Source: an optimization exercise on an open RTL-to-GDS flow (aim: small area, a short achievable clock period and few clock cycles per item). Production flows keep margins and buffers that such runs may drop.
Only simulation tests tie the RTL to the original design; equivalence was not proved.

main:
## ir_volts_to_distance_loglog_core
module ir_volts_to_distance_loglog_core (
    input  logic        clk,
    input  logic        rst_n,
    input  logic        cfg_we,
    input  logic        cfg_index,
    input  logic [15:0] cfg_data,
    input  logic        sample_valid,
    output logic        sample_ready,
    input  logic [15:0] voltage,
    output logic        result_valid,
    input  logic        result_ready,
    output logic [14:0] distance,
    output logic [1:0]  range_status
);
Size in the first run: roughly 360 flip-flops, ~57 I/O pins, ~29000 um^2 of cells after synthesis.
==> flow/config.mk <==
export PLATFORM = sky130hd
export DESIGN_NAME = ir_volts_to_distance_loglog_core
export DESIGN_NICKNAME = ir_volts_to_distance_loglog_core
export VERILOG_FILES = /design/flow/design.v
export SDC_FILE = /design/flow/constraint.sdc
export NUM_CORES = 4
export LEC_CHECK = 0
export CAP_MARGIN = 20
export CORE_MARGIN = 2
export CORE_UTILIZATION = 40
export SLEW_MARGIN = 20
==> flow/constraint.sdc <==
create_clock -name core_clock -period 7.0 [get_ports {clk}]
set_input_delay 1.4000 -clock core_clock [delete_from_list [all_inputs] [get_ports {clk}]]
set_output_delay 1.4000 -clock core_clock [all_outputs]
set_load 0.01 [all_outputs]
standard.sh (not shown) runs the stock make flow with config.mk's settings and CLKGATE_MAP_FILE= SYNTH_SCRIPT=/design/flow/synth_recipe.tcl, a recipe that flattens the netlist after the stock synthesis.
==> flow/flow/run.sh <==
#!/bin/bash
# The standard layout (the standard.sh: ORFS from synthesis to the final
# layout, unchanged synthesis), with two placement/CTS options changed:
# ports are buffered with buf_2 cells, and CTS inserts no dummy loads.
set -euo pipefail
bash standard.sh \
    'BUFFER_PORTS_ARGS=-buffer_cell sky130_fd_sc_hd__buf_2' \
    'CTS_ARGS=-sink_clustering_enable -repair_clock_nets -dont_use_dummy_load' \
    finish > standard_flow.log 2>&1
Testbench counts of main, summed over its fixed seeds: cycles 16,080, items 16,000.
What the feature branch does differently from main at the input level:
==> flow/run.sh (new file) <==
#!/bin/bash
# synth_recipe.tcl (not shown) runs the flow's synth.tcl, then flattens the netlist and writes it again
# the make line also repeats each setting of config.mk as NAME=value (left out here)
make -C /OpenROAD-flow-scripts/flow DESIGN_CONFIG=/design/flow/config.mk WORK_HOME=/design/flow/orfs CLKGATE_MAP_FILE= SYNTH_SCRIPT=/design/flow/synth_recipe.tcl finish
removed: flow/flow/run.sh
removed: flow/standard.sh
s8_ci_reg as the termination of the worst setup path was reported by main, and dist_reg[13] by the feature branch.
[compare] base=main new=the feature branch: detailed-route vias per instance ~0 delta, HPWL after detailed placement lower, via count moved up.
Final cell area: the feature branch above main
Going from main to the feature branch, clock insertion delay at the later pin of the skew report saw little to no change; proportion of final cell area spent on non-clock buffers saw an increase.
Diff the feature branch..main | instance count of the mapped netlist | unchanged
Count of buffer and inverter cells on the critical path: the feature branch vs main down 1

========
== run A ==
ir_volts_to_distance_loglog_core, a different RTL version from the one above (not shown whole).
For scale: roughly 2,800 cells after synthesis, about 57 I/O pins, roughly 0.031 mm^2 of cells after synthesis.
Settings: LEC_CHECK=0, CAP_MARGIN=20, CORE_MARGIN=2, CORE_UTILIZATION=40, SLEW_MARGIN=20; clock period 7.0 ns.
==> flow/flow/run.sh <==
#!/bin/bash
# The standard layout (the standard.sh: ORFS from synthesis to the final
# layout), with these options changed: adders are mapped with Yosys's default
# Brent-Kung carry lookahead instead of Kogge-Stone, ports are buffered with
# buf_2 cells, and CTS inserts no dummy loads and clusters up to 40 sinks.
set -euo pipefail
bash standard.sh \
    'SYNTH_OPERATIONS_ARGS=-booth' \
    'BUFFER_PORTS_ARGS=-buffer_cell sky130_fd_sc_hd__buf_2' \
    'CTS_ARGS=-sink_clustering_enable -repair_clock_nets -dont_use_dummy_load -sink_clustering_size 40' \
    finish > standard_flow.log 2>&1
Run A finished every stage and its layout cleared the timing, design-rule and antenna checks.
Testbench counts of run A, summed over its fixed seeds: cycles 16,080, items 16,000.
Input changes introduced in run B (baseline for comparison: run A):
- an added SETUP_SLACK_MARGIN of 3.4
==> flow/flow/run.sh <==
#!/bin/bash
# The standard layout (the standard.sh: ORFS from synthesis to the final
# layout, unchanged synthesis), with two placement/CTS options changed:
# ports are buffered with buf_2 cells, and CTS inserts no dummy loads.
set -euo pipefail
bash standard.sh \
    'BUFFER_PORTS_ARGS=-buffer_cell sky130_fd_sc_hd__buf_2' \
    'CTS_ARGS=-sink_clustering_enable -repair_clock_nets -dont_use_dummy_load' \
    finish > standard_flow.log 2>&1
Findings:
Max freq run A -> run B: improved. Number of clock buffers in the layout up about 6% in run B wrt run A. Worst-case register-to-register setup slack delta (run B − run A): favourable. Run A → run B: met2 track demand over resource level, proportion of synthesized area in mux cells moved up, first-pass GRT wire length moved up. Run A has lower simple-gate area share of the yosys netlist than run B. Comparing run B and run A, the lower die area was measured on run B. The setup slack of run B is larger than that of run A. Delta(via density per instance, run B - run A) > 0. In run B the number of buffer and inverter instances along the worst setup path turned out 5 higher than in run A. Run B finished every stage and its layout cleared the timing, design-rule and antenna checks.
Input-level comparison between run C and run B:
- SETUP_SLACK_MARGIN no longer set, was 3.4
[summary]
- Run B completed end to end with timing, DRC and antenna clean.
- Run C: no failed stages, no open violations at the end
- Length of routed met2 wiring went down by a few percent going from run B to run C.
- Changes observed in run C relative to run B: global routing met2 resource utilization decreased 0.80 points; final worst-path setup slack now smaller; final instance area decreased about 2.1%; global-route wire length before repair moved down.

========
ir_volts_to_distance_loglog_core, a different RTL version from the one above (not shown whole).
Size in the first run: roughly 2700 cells after synthesis, about 25000 µm² of cells after synthesis.
clock: 7.0 ns
lec_check: 0
cap_margin: 20
core_margin: 2
core_utilization: 40
setup_slack_margin: 2.0
slew_margin: 20
run.sh (not shown) runs the stock make flow with config.mk's settings and CLKGATE_MAP_FILE= SYNTH_SCRIPT=/design/flow/synth_recipe.tcl, a recipe that flattens the netlist after the stock synthesis.
Stock flow here: none of the scripts above is used.
Testbench counts at the start, summed over its fixed seeds: cycles 16,056, items 16,000.
Then changed:
Settings changed: SETUP_SLACK_MARGIN 2.0 to not set.
Result: Core utilization drops by 3.4 points; wire length drops by a few percent; hold slack improved by 3.2 ps; fmax drops by roughly a tenth; area after synthesis does not change; final area drops by a little under a tenth; non-clock buffer count drops by 137; clock skew drops by 8.8 ps.

========
Another version of the RTL of ir_volts_to_distance_loglog_core (not shown whole).
For scale: ~410 flip-flops, roughly 57 I/O pins, roughly 31000 sq um of cells after synthesis.
Settings: LEC_CHECK=0, CAP_MARGIN=20, CORE_MARGIN=2, CORE_UTILIZATION=40, SETUP_SLACK_MARGIN=3.6, SLEW_MARGIN=20; clock period 7.0 ns.
standard.sh (not shown) runs the stock make flow with config.mk's settings and CLKGATE_MAP_FILE= SYNTH_SCRIPT=/design/flow/synth_recipe.tcl, a recipe that flattens the netlist after the stock synthesis.
==> flow/flow/run.sh <==
#!/bin/bash
# The standard layout (the standard.sh: ORFS from synthesis to the final
# layout, unchanged synthesis), with two placement/CTS options changed:
# ports are buffered with buf_2 cells, and CTS inserts no dummy loads.
set -euo pipefail
bash standard.sh \
    'BUFFER_PORTS_ARGS=-buffer_cell sky130_fd_sc_hd__buf_2' \
    'CTS_ARGS=-sink_clustering_enable -repair_clock_nets -dont_use_dummy_load' \
    finish > standard_flow.log 2>&1
The first run produced a clean layout.
Testbench counts at the start, summed over its fixed seeds: cycles 16,080, items 16,000.
==> next run, changes <==
- CORE_UTILIZATION: 40 -> 65
- PLACE_DENSITY: unset -> 0.75
=>
- area after synthesis stays the same
- die area falls by about 40%
- design area came out lower by 0.88%
- setup slack improved by 50 ps
- wire length increases by 7.4%
- non-clock buffer count rose by 24
- sequential cell count does not change
- clock-buffer cell count drops by 3
- maximum frequency goes up by 1.4%
==> next run, changes <==
- CORE_UTILIZATION: 65 -> 40
- PLACE_DENSITY: 0.75 -> unset
- SETUP_SLACK_MARGIN: 3.6 -> unset
=> Non-clock buffer count drops by 108. Maximum frequency goes down by a few percent. First-iteration DRC count went down by about a fifth. Flip-flop and latch count is unchanged. Routed wire length fell by roughly a tenth. Critical path depth climbs by 1. Global-route usage falls by 12 points. Cell count grows by a little under a tenth. Via count falls by a few percent.
==> next run, changes <==
--- a/flow/flow/run.sh
+++ b/flow/flow/run.sh
@@ -4 +4 @@
-# ports are buffered with buf_2 cells, and CTS inserts no dummy loads.
+# ports are buffered with buf_2 cells, and CTS inserts no dummy loads and clusters up to 20 sinks.
@@ -8 +8 @@
-    'CTS_ARGS=-sink_clustering_enable -repair_clock_nets -dont_use_dummy_load' \
+    'CTS_ARGS=-sink_clustering_enable -repair_clock_nets -dont_use_dummy_load -sink_clustering_size 20 -sink_clustering_max_diameter 90' \
Effect: The changed run passed the timing, design-rule and antenna checks; routed wire length goes down slightly; sequential share of layout area went up by 0.58 points; via count went down slightly.

========
ir_volts_to_distance_loglog_core, a different RTL version from the one above (not shown whole).
Size in the first run: about 2800 cells after synthesis, roughly 390 flip-flops, roughly 0.030 mm^2 of cells after synthesis.
==> flow/design.v (excerpt) <==
module ir_volts_to_distance_loglog_core (
    input  logic        clk,
    input  logic        rst_n,
    input  logic        cfg_we,
    input  logic        cfg_index,
    input  logic [15:0] cfg_data,
    input  logic        sample_valid,
    output logic        sample_ready,
    input  logic [15:0] voltage,
    output logic        result_valid,
    input  logic        result_ready,
    output logic [14:0] distance,
    output logic [1:0]  range_status
);
clock: 7.0 ns
lec_check: 0
cap_margin: 20
core_margin: 2
core_utilization: 40
setup_slack_margin: 3.3
slew_margin: 20
==> flow/flow/run.sh <==
#!/bin/bash
# The standard layout (the standard.sh: ORFS from synthesis to the final
# layout, unchanged synthesis), with two placement/CTS options changed:
# ports are buffered with buf_2 cells, and CTS inserts no dummy loads and clusters up to 20 sinks.
set -euo pipefail
bash standard.sh \
    'BUFFER_PORTS_ARGS=-buffer_cell sky130_fd_sc_hd__buf_2' \
    'CTS_ARGS=-sink_clustering_enable -repair_clock_nets -dont_use_dummy_load -sink_clustering_size 20 -sink_clustering_max_diameter 90' \
    finish > standard_flow.log 2>&1
Testbench counts at the start, summed over its fixed seeds: cycles 16,080, items 16,000.
==> next run, changes <==
==> flow/flow/run.sh (replaced) <==
#!/bin/bash
# The standard layout (the standard.sh: ORFS from synthesis to the final
# layout, unchanged synthesis), with two placement/CTS options changed:
# ports are buffered with buf_2 cells, and CTS inserts no dummy loads.
set -euo pipefail
bash standard.sh \
    'BUFFER_PORTS_ARGS=-buffer_cell sky130_fd_sc_hd__buf_2' \
    'CTS_ARGS=-sink_clustering_enable -repair_clock_nets -dont_use_dummy_load' \
    finish > standard_flow.log 2>&1
Settings changed: SETUP_SLACK_MARGIN 3.3 to not set.
Setup slack loses 210 ps. Utilization came out higher by 0.23 points. Final area is higher by 0.52%. First-iteration DRC count stays flat. Synthesized area does not change.
==> next run, changes <==
==> flow/flow/run.sh (replaced) <==
#!/bin/bash
# The standard layout (the standard.sh: ORFS from synthesis to the final
# layout, unchanged synthesis), with two placement/CTS options changed:
# ports are buffered with buf_2 cells, and CTS inserts no dummy loads and clusters up to 20 sinks.
set -euo pipefail
bash standard.sh \
    'BUFFER_PORTS_ARGS=-buffer_cell sky130_fd_sc_hd__buf_2' \
    'CTS_ARGS=-sink_clustering_enable -repair_clock_nets -dont_use_dummy_load -sink_clustering_size 20 -sink_clustering_max_diameter 90' \
    finish > standard_flow.log 2>&1
Result: Synthesized area stays the same. Cell area came out lower by 1.6%. First-iteration DRC count shrinks by 5.2%. Wire length is lower by 0.53%. Worst hold slack improves by 3.4 ps. Register-to-register slack is better by 50 ps. Non-clock buffer count does not change. Maximum frequency is about the same.

[re-timing with driven ports]
No port has a modelled driver above. Below, the same layouts with a new extraction and two added sets of constraints. Step 1 (the two cells are an assumption about what drives the block):
set clk [get_ports {clk}]
set_driving_cell -lib_cell sky130_fd_sc_hd__clkbuf_16 $clk
set_driving_cell -lib_cell sky130_fd_sc_hd__buf_2 [delete_from_list [all_inputs] $clk]
Step 2 also shifts input and output timing later by t, the mid clock arrival at the registers, as if the neighbouring blocks saw the same clock. Three values: ideal, step 1, step 2; two values: the first two.
| run | t (ns) | slack for setup (ns) | worst hold slack (ns) | worst setup path after step 2 | cell pins on the clock port's net |
|---|---|---|---|---|---|
| main | 0.605 | 2.815 / 2.815 / 2.815 | 0.407 / 0.407 / 0.407 | register to register | 1 |
| the feature branch | 0.620 | 2.761 / 2.761 / 2.579 | 0.414 / 0.414 / 0.414 | input to register | 1 |
| run A | 0.616 | 3.057 / 3.057 / 2.860 | 0.364 / 0.364 / 0.364 | input to register | 1 |
| run B | 0.639 | 3.396 / 3.396 / 2.965 | 0.400 / 0.400 / 0.400 | input to register | 1 |
| run C | 0.625 | 3.264 / 3.264 / 2.948 | 0.411 / 0.411 / 0.411 | input to register | 1 |
| the first run of note 3 | 0.612 | 1.684 / 1.684 / 1.684 | 0.406 / 0.406 / 0.406 | register to register | 1 |
| the second run of note 3 | 0.609 | 1.042 / 1.042 / 1.042 | 0.409 / 0.409 / 0.409 | register to register | 1 |
| the first run of note 4 | 0.621 | 3.362 / 3.362 / 3.362 | 0.412 / 0.412 / 0.412 | register to register | 1 |
| the second run of note 4 | 0.605 | 3.411 / 3.411 / 3.378 | 0.366 / 0.366 / 0.366 | input to register | 1 |
| the third run of note 4 | 0.623 | 3.304 / 3.304 / 3.304 | 0.411 / 0.411 / 0.411 | register to register | 1 |
| the fourth run of note 4 | 0.639 | 3.294 / 3.294 / 3.294 | 0.386 / 0.386 / 0.386 | register to register | 1 |
| the first run of note 5 | 0.606 | 3.337 / 3.337 / 3.190 | 0.385 / 0.385 / 0.385 | input to register | 1 |
| the second run of note 5 | 0.608 | 3.124 / 3.099 / 2.994 | 0.365 / 0.365 / 0.365 | input to register | 1 |
| the third run of note 5 | 0.611 | 3.130 / 3.105 / 2.984 | 0.369 / 0.369 / 0.369 | input to register | 1 |
After both steps setup and hold are still met in every run listed. The setup slack of run B, which loses most, moves by 0.000 ns with the drivers and by -0.431 ns with both steps.
